From an optimization exercise on the open Yosys and OpenROAD flow, aimed at small area, a short achievable clock period and few clock cycles; shortcuts taken in it are not production practice. In this exercise RTL edits were held to simulation tests only and were not proved equivalent to the original. No activity file was given, so power comes from the tool's default toggle rates.

==> design/flow/design.v <==
module dcache_ctrl (
    input  logic         clk_i,
    input  logic         rst_i,
    input  logic         cpu_req_i,
    input  logic         cpu_we_i,
    input  logic [31:0]  cpu_addr_i,
    input  logic [31:0]  cpu_data_i,
    output logic [31:0]  cpu_data_o,
    output logic         cpu_stall_o,
    output logic         mem_req_o,
    output logic         mem_we_o,
    output logic [31:0]  mem_addr_o,
    output logic [255:0] mem_data_o,
    input  logic [255:0] mem_data_i,
    input  logic         mem_ack_i
);
    typedef enum logic [1:0] {ST_IDLE, ST_WRITEBACK, ST_ALLOCATE} state_t;
    state_t       state_reg, state_next;
    logic [15:0]  valid_reg, dirty_reg;
    logic [22:0]  tag_mem [16];
    logic [3:0]   lat_index_reg;
    logic [22:0]  lat_tag_reg, victim_tag_reg;
    logic [2:0]   req_word;
    logic [3:0]   req_index;
    logic [22:0]  req_tag;
    logic [1:0]   unused_addr_bits;
    logic         hit, store_we, refill_we, latch_en;
    logic [31:0]  hit_words [8];
    logic [255:0] victim_line;
    assign req_word         = cpu_addr_i[4:2];
    assign req_index        = cpu_addr_i[8:5];
    assign req_tag          = cpu_addr_i[31:9];
    assign unused_addr_bits = cpu_addr_i[1:0];
    assign hit = cpu_req_i & valid_reg[req_index] & (tag_mem[req_index] == req_tag);
    genvar gi;
    generate
        for (gi = 0; gi < 8; gi++) begin : g_lane
            logic [31:0] lane_mem [16];
            always_ff @(posedge clk_i) begin
                if (!rst_i && refill_we) begin
                    lane_mem[lat_index_reg] <= mem_data_i[gi*32 +: 32];
                end else if (!rst_i && store_we && (req_word == 3'(gi))) begin
                    lane_mem[req_index] <= cpu_data_i;
                end
            end
            assign hit_words[gi]             = lane_mem[req_index];
            assign victim_line[gi*32 +: 32]  = lane_mem[lat_index_reg];
        end
    endgenerate
    always_ff @(posedge clk_i) begin
        if (!rst_i && refill_we) begin
            tag_mem[lat_index_reg] <= lat_tag_reg;
        end
    end
    always_ff @(posedge clk_i) begin
        if (rst_i) begin
            state_reg      <= ST_IDLE;
            valid_reg      <= '0;
            dirty_reg      <= '0;
            lat_index_reg  <= '0;
            lat_tag_reg    <= '0;
            victim_tag_reg <= '0;
        end else begin
            state_reg <= state_next;
            if (latch_en) begin
                lat_index_reg  <= req_index;
                lat_tag_reg    <= req_tag;
                victim_tag_reg <= tag_mem[req_index];
            end
            if (store_we) begin
                dirty_reg[req_index] <= 1'b1;
            end
            if (refill_we) begin
                valid_reg[lat_index_reg] <= 1'b1;
                dirty_reg[lat_index_reg] <= 1'b0;
            end
        end
    end
    always_comb begin
        state_next      = state_reg;
        cpu_data_o  = '0;
        cpu_stall_o = 1'b0;
        mem_req_o   = 1'b0;
        mem_we_o    = 1'b0;
        mem_addr_o  = '0;
        mem_data_o  = '0;
        store_we        = 1'b0;
        refill_we       = 1'b0;
        latch_en        = 1'b0;
        case (state_reg)
            ST_IDLE: begin
                if (cpu_req_i) begin
                    if (hit) begin
                        if (cpu_we_i) begin
                            store_we = 1'b1;
                        end else begin
                            cpu_data_o = hit_words[req_word];
                        end
                    end else begin
                        cpu_stall_o = 1'b1;
                        latch_en        = 1'b1;
                        state_next      = (valid_reg[req_index] & dirty_reg[req_index]) ?
                                          ST_WRITEBACK : ST_ALLOCATE;
                    end
                end
            end
            ST_WRITEBACK: begin
                cpu_stall_o = 1'b1;
                mem_req_o   = 1'b1;
                mem_we_o    = 1'b1;
                mem_addr_o  = {victim_tag_reg, lat_index_reg, 5'b0};
                mem_data_o  = victim_line;
                if (mem_ack_i) begin
                    state_next = ST_ALLOCATE;
                end
            end
            ST_ALLOCATE: begin
                cpu_stall_o = 1'b1;
                mem_req_o   = 1'b1;
                mem_addr_o  = {lat_tag_reg, lat_index_reg, 5'b0};
                if (mem_ack_i) begin
                    refill_we  = 1'b1;
                    state_next = ST_IDLE;
                end
            end
            default: state_next = ST_IDLE;
        endcase
    end
endmodule
==> design/flow/run.sh <==
#!/bin/bash
# synth_recipe.tcl (not shown) runs the flow's synth.tcl, then flattens the netlist and writes it again
# the make line also repeats each setting of config.mk as NAME=value (left out here)
make -C /OpenROAD-flow-scripts/flow DESIGN_CONFIG=/design/flow/config.mk WORK_HOME=/design/flow/orfs CLKGATE_MAP_FILE= SYNTH_SCRIPT=/design/flow/synth_recipe.tcl finish
==> design/flow/config.mk <==
export PLATFORM = sky130hd
export DESIGN_NAME = dcache_ctrl
export DESIGN_NICKNAME = dcache_ctrl
export VERILOG_FILES = /design/flow/design.v
export SDC_FILE = /design/flow/constraint.sdc
export NUM_CORES = 4
export LEC_CHECK = 0
export CAP_MARGIN = 20
export CORE_MARGIN = 2
export CORE_UTILIZATION = 40
export SLEW_MARGIN = 20
==> design/flow/constraint.sdc <==
create_clock -name core_clock -period 10.0 [get_ports {clk_i}]
set_input_delay 2.0000 -clock core_clock [delete_from_list [all_inputs] [get_ports {clk_i}]]
set_output_delay 2.0000 -clock core_clock [all_outputs]
set_load 0.01 [all_outputs]
==> notes.md <==
==> cells in the final DEF, fill, tap and decap left out, types with 118 or more instances in the layout <==
cell type | netlist | layout
clkbuf_16 | 0 | 479
mux2_4 | 118 | 118
mux2_2 | 152 | 152
o21ai_4 | 0 | 128
edfxtp_1 | 4464 | 4464
mux4_2 | 2636 | 2636
buf_4 | 10 | 369
clkinv_1 | 1 | 126
and2_1 | 288 | 288
diode_2 | 0 | 160
clkdlybuf4s50_1 | 0 | 590
==> worst max-delay path, cell delays in order <==
cell and delay (ps):
buf_8 560, buf_12 350, nor2b_1 270, a222oi_1 150, a21oi_1 280, a31oi_1 80
a21oi_1 310, or4b_1 720, or2_1 340, or3_2 790, a31oi_1 880, clkdlybuf4s50_1 700
==> metrics by stage <==
stage / std cells / setup WS (ps) / hold slack, ps / util [%]
detailed placement: 16741 / 623 / 453 / 43.3
global route: 17665 / 301 / 478 / 46.3
finish: 17791 / 379 / 463 / 46.4
global placement: 16740 / 579 / 443 / 43.3
floorplan: 9502 / 2030 / 427 / -
CTS: 17627 / 633 / 464 / 46.3
==> layer usage <==
layer | global-route usage (%) | part of all wire (%) | up-vias
met1 | 35.3 | 35 | 64184
met5 | 0 | 0.038 | -
met2 | 43.2 | 47 | 8086
met4 | 13.4 | 5.2 | 42
li1 | - | - | 43890
met3 | 8.54 | 12 | 1360
==> kinds of logic after synthesis <==
| kind of cell | count (synthesis) |
|---|---|
| muxes | 2965 |
| DFF | 4552 |
| AOI/OAI and AO/OA | 561 |
| other | 1 |
| xor gates and xnor gates | 22 |
| buffers and inverters | 788 |
| adders and majority gates | 13 |
| and+or+nand+nor | 596 |
==> layout make-up <==
| class | instances | share of cell area, % |
|---|---|---|
| timing repair buffer | 1047 | 4.12 |
| inverter | 16 | 0.0278 |
| antenna | 160 | 0.165 |
| sequential | 4552 | 55.9 |
| tap | 6968 | 3.59 |
| clock buffer | 579 | 5.11 |
| multi-input combinational | 4162 | 29.8 |
| clock inverter | 307 | 1.28 |
==> where the power goes <==
group | switching (mW) | internal (mW) | leakage [nW]
clock network | 7.74 | 10.1 | 7.60
logic | 2.31 | 1.63 | 25.0
registers | 0.0860 | 21.0 | 41.0
==> how the worst min path moves through the flow <==
stage                                          startpoint                         endpoint  slack [ps]  cells after the start
after floorplan                   dirty_reg[8]$_SDFF_PP0_          dirty_reg[8]$_SDFF_PP0_         430                      2
after detailed placement  victim_tag_reg[16]$_SDFFE_PP0P_  victim_tag_reg[16]$_SDFFE_PP0P_         450                      2
after global routing       victim_tag_reg[4]$_SDFFE_PP0P_   victim_tag_reg[4]$_SDFFE_PP0P_         480                      2
after CTS                  victim_tag_reg[4]$_SDFFE_PP0P_   victim_tag_reg[4]$_SDFFE_PP0P_         460                      2
after global placement         valid_reg[13]$_SDFFE_PP0P_       valid_reg[13]$_SDFFE_PP0P_         440                      2
final                      victim_tag_reg[4]$_SDFFE_PP0P_   victim_tag_reg[4]$_SDFFE_PP0P_         460                      2
==> out/results.ini <==
[worst_setup_path]
regToRegStartpoint = tag_mem[7][11]$_DFFE_PP_
regToRegSetupSlack_ps = 3960
timing.critical_path.to = cpu_data_o[8]
start_kind = input port
r2r_cells = 10
crit_start = cpu_addr_i[6]
endpoint_kind = output port
worst-path-max-fanout = 78
path_class = input port to output port
r2r_end = g_lane[1].lane_mem[11][20]$_DFFE_PP_
arrival_ps = 7620
cp.required_ps = 8000

[layout]
largest_reg_flops = 4096
seq_area_um2 = 136000
final.fill_count = 42992
drive_gt1_share_pct = 39.4
nNetsFinal = 10593
largest_registers = g_lane.lane_mem (4096), tag_mem (368)
multi_input_comb_area_um2 = 72500
final_cell_area_um2 = 243000
area_delta_synth_final_pct = 15.8
top_register = g_lane.lane_mem

[yosys]
synth_seq_area_share_pct = 64.7
synth.area.top_cells = edfxtp_1 (64%), mux4_2 (28%), clkbuf_1 (0.90%)
synth.area.mux_share_pct = 30.2
avgSynthCellArea_um2 = 22.1
yosys_warnings = 2
netlist_instances = 9498
synth_xor_area_share_pct = 0.0918
ys_types = 71
syn_area_um2 = 210000
synth-edff-count = 4464
ys.flop_type = edfxtp_1
synth_top_family_by_area = multiplexers
synth-compound-area-share_pct = 1.72
synthArstFlopShare_pct = 0
synth_common_cells = edfxtp_1 (4464), mux4_2 (2636), clkbuf_1 (502)
synthSimpleGateAreaFrac_pct = 1.63
yosys.area.top_type = edfxtp_1
synth.top_cell.area_share_pct = 63.8
yosysMostFrequentCell = edfxtp_1
ys_ff_latch = 4552
synth_fa_ha_area_share_pct = 0.0775

[global_routing]
antenna_found_initial = 97
grt_pass1_wl_mm = 1010
grt_pass1_vias = 118295
grt_start_max_net_pins = 141
overflow = 0
grtUsageTotal_pct = 27.7

[min_path]
hp-class = flip-flop to flip-flop

[cts]
clock_latency_ps = 1110
ctsHoldBuffers = 0
cts_setup_buffers = 0
path_clk_slew_ps = 60
cts_root_buf = clkbuf_16
cts_made_buffers = 476
cts_buffer_depth = 4
htreeDepth = 5
cts_tree = built
cts_sinks = 4552
cts_resized = 0

[placement]
dp_hpwl_mm = 457
dpl_cell_area_um2 = 227000
gp_congestion = 0.869
port_buffers = 640

[floorplanning]
die_h_um = 728
ios = 648
initial_core_util_pct = 40.1
chipWidth_um = 728
core_um2 = 524000
rows = 266
die_area_um2 = 531000

[drt]
vias = 117562
viasPerCell = 6.61
first_iter_violations = 17186
post-route-drc-count = 0
routedWlPerCell_um = 42.0
routed_wl_mm = 746
drt_pass1_iterations = 6
ant_nets = 0

[sta]
tightestPinTransition_ps = 1280
fin_skew_ps = 124
min_period_ps = 9620
setup_viol = 0
period_share_pct = 96.2
rsz0062_at_grt = no
maxSlewViolCount = 0
max_freq_mhz = 104
hold_violations = 0
fin_setup_tns_ps = 0
relSlewSlack_pct = 14.0

[power_and_ir_drop]
powerDensity_nw_per_um2 = 177
power_mw = 42.9
leakage_nw = 73.6
irDropWorstVdd_v = 0.000158

[status]
status = finished clean

[job]
cap_violations = 0

Testbench counts, summed over its fixed seeds: cycles 56,604.

==> port drivers added, routing unchanged <==
Ports are ideal in the flow. The routed layout listed here was re-timed in OpenROAD. Step 1 assumes that a clkbuf_16 drives the clock port and a buf_2 every other input. Step 2 moves the port delays by t, midway between the first and last clock arrival at a register: inputs arrive t later, outputs are due t later. That takes back most of the time a late clock gives input paths. Slacks: ideal / step 1 / step 2; pairs: ideal / step 1.
t (ns): 1.167
slack for setup (ns): 0.379 / 0.311 / 0.311
hold WS [ns]: 0.463 / 0.463 / 0.463
worst slew at a driven data input, ns: 0.31
After both steps this run still meets setup and hold. For this run, drivers alone change the setup slack by -0.068 ns; drivers and shift together by -0.068 ns.
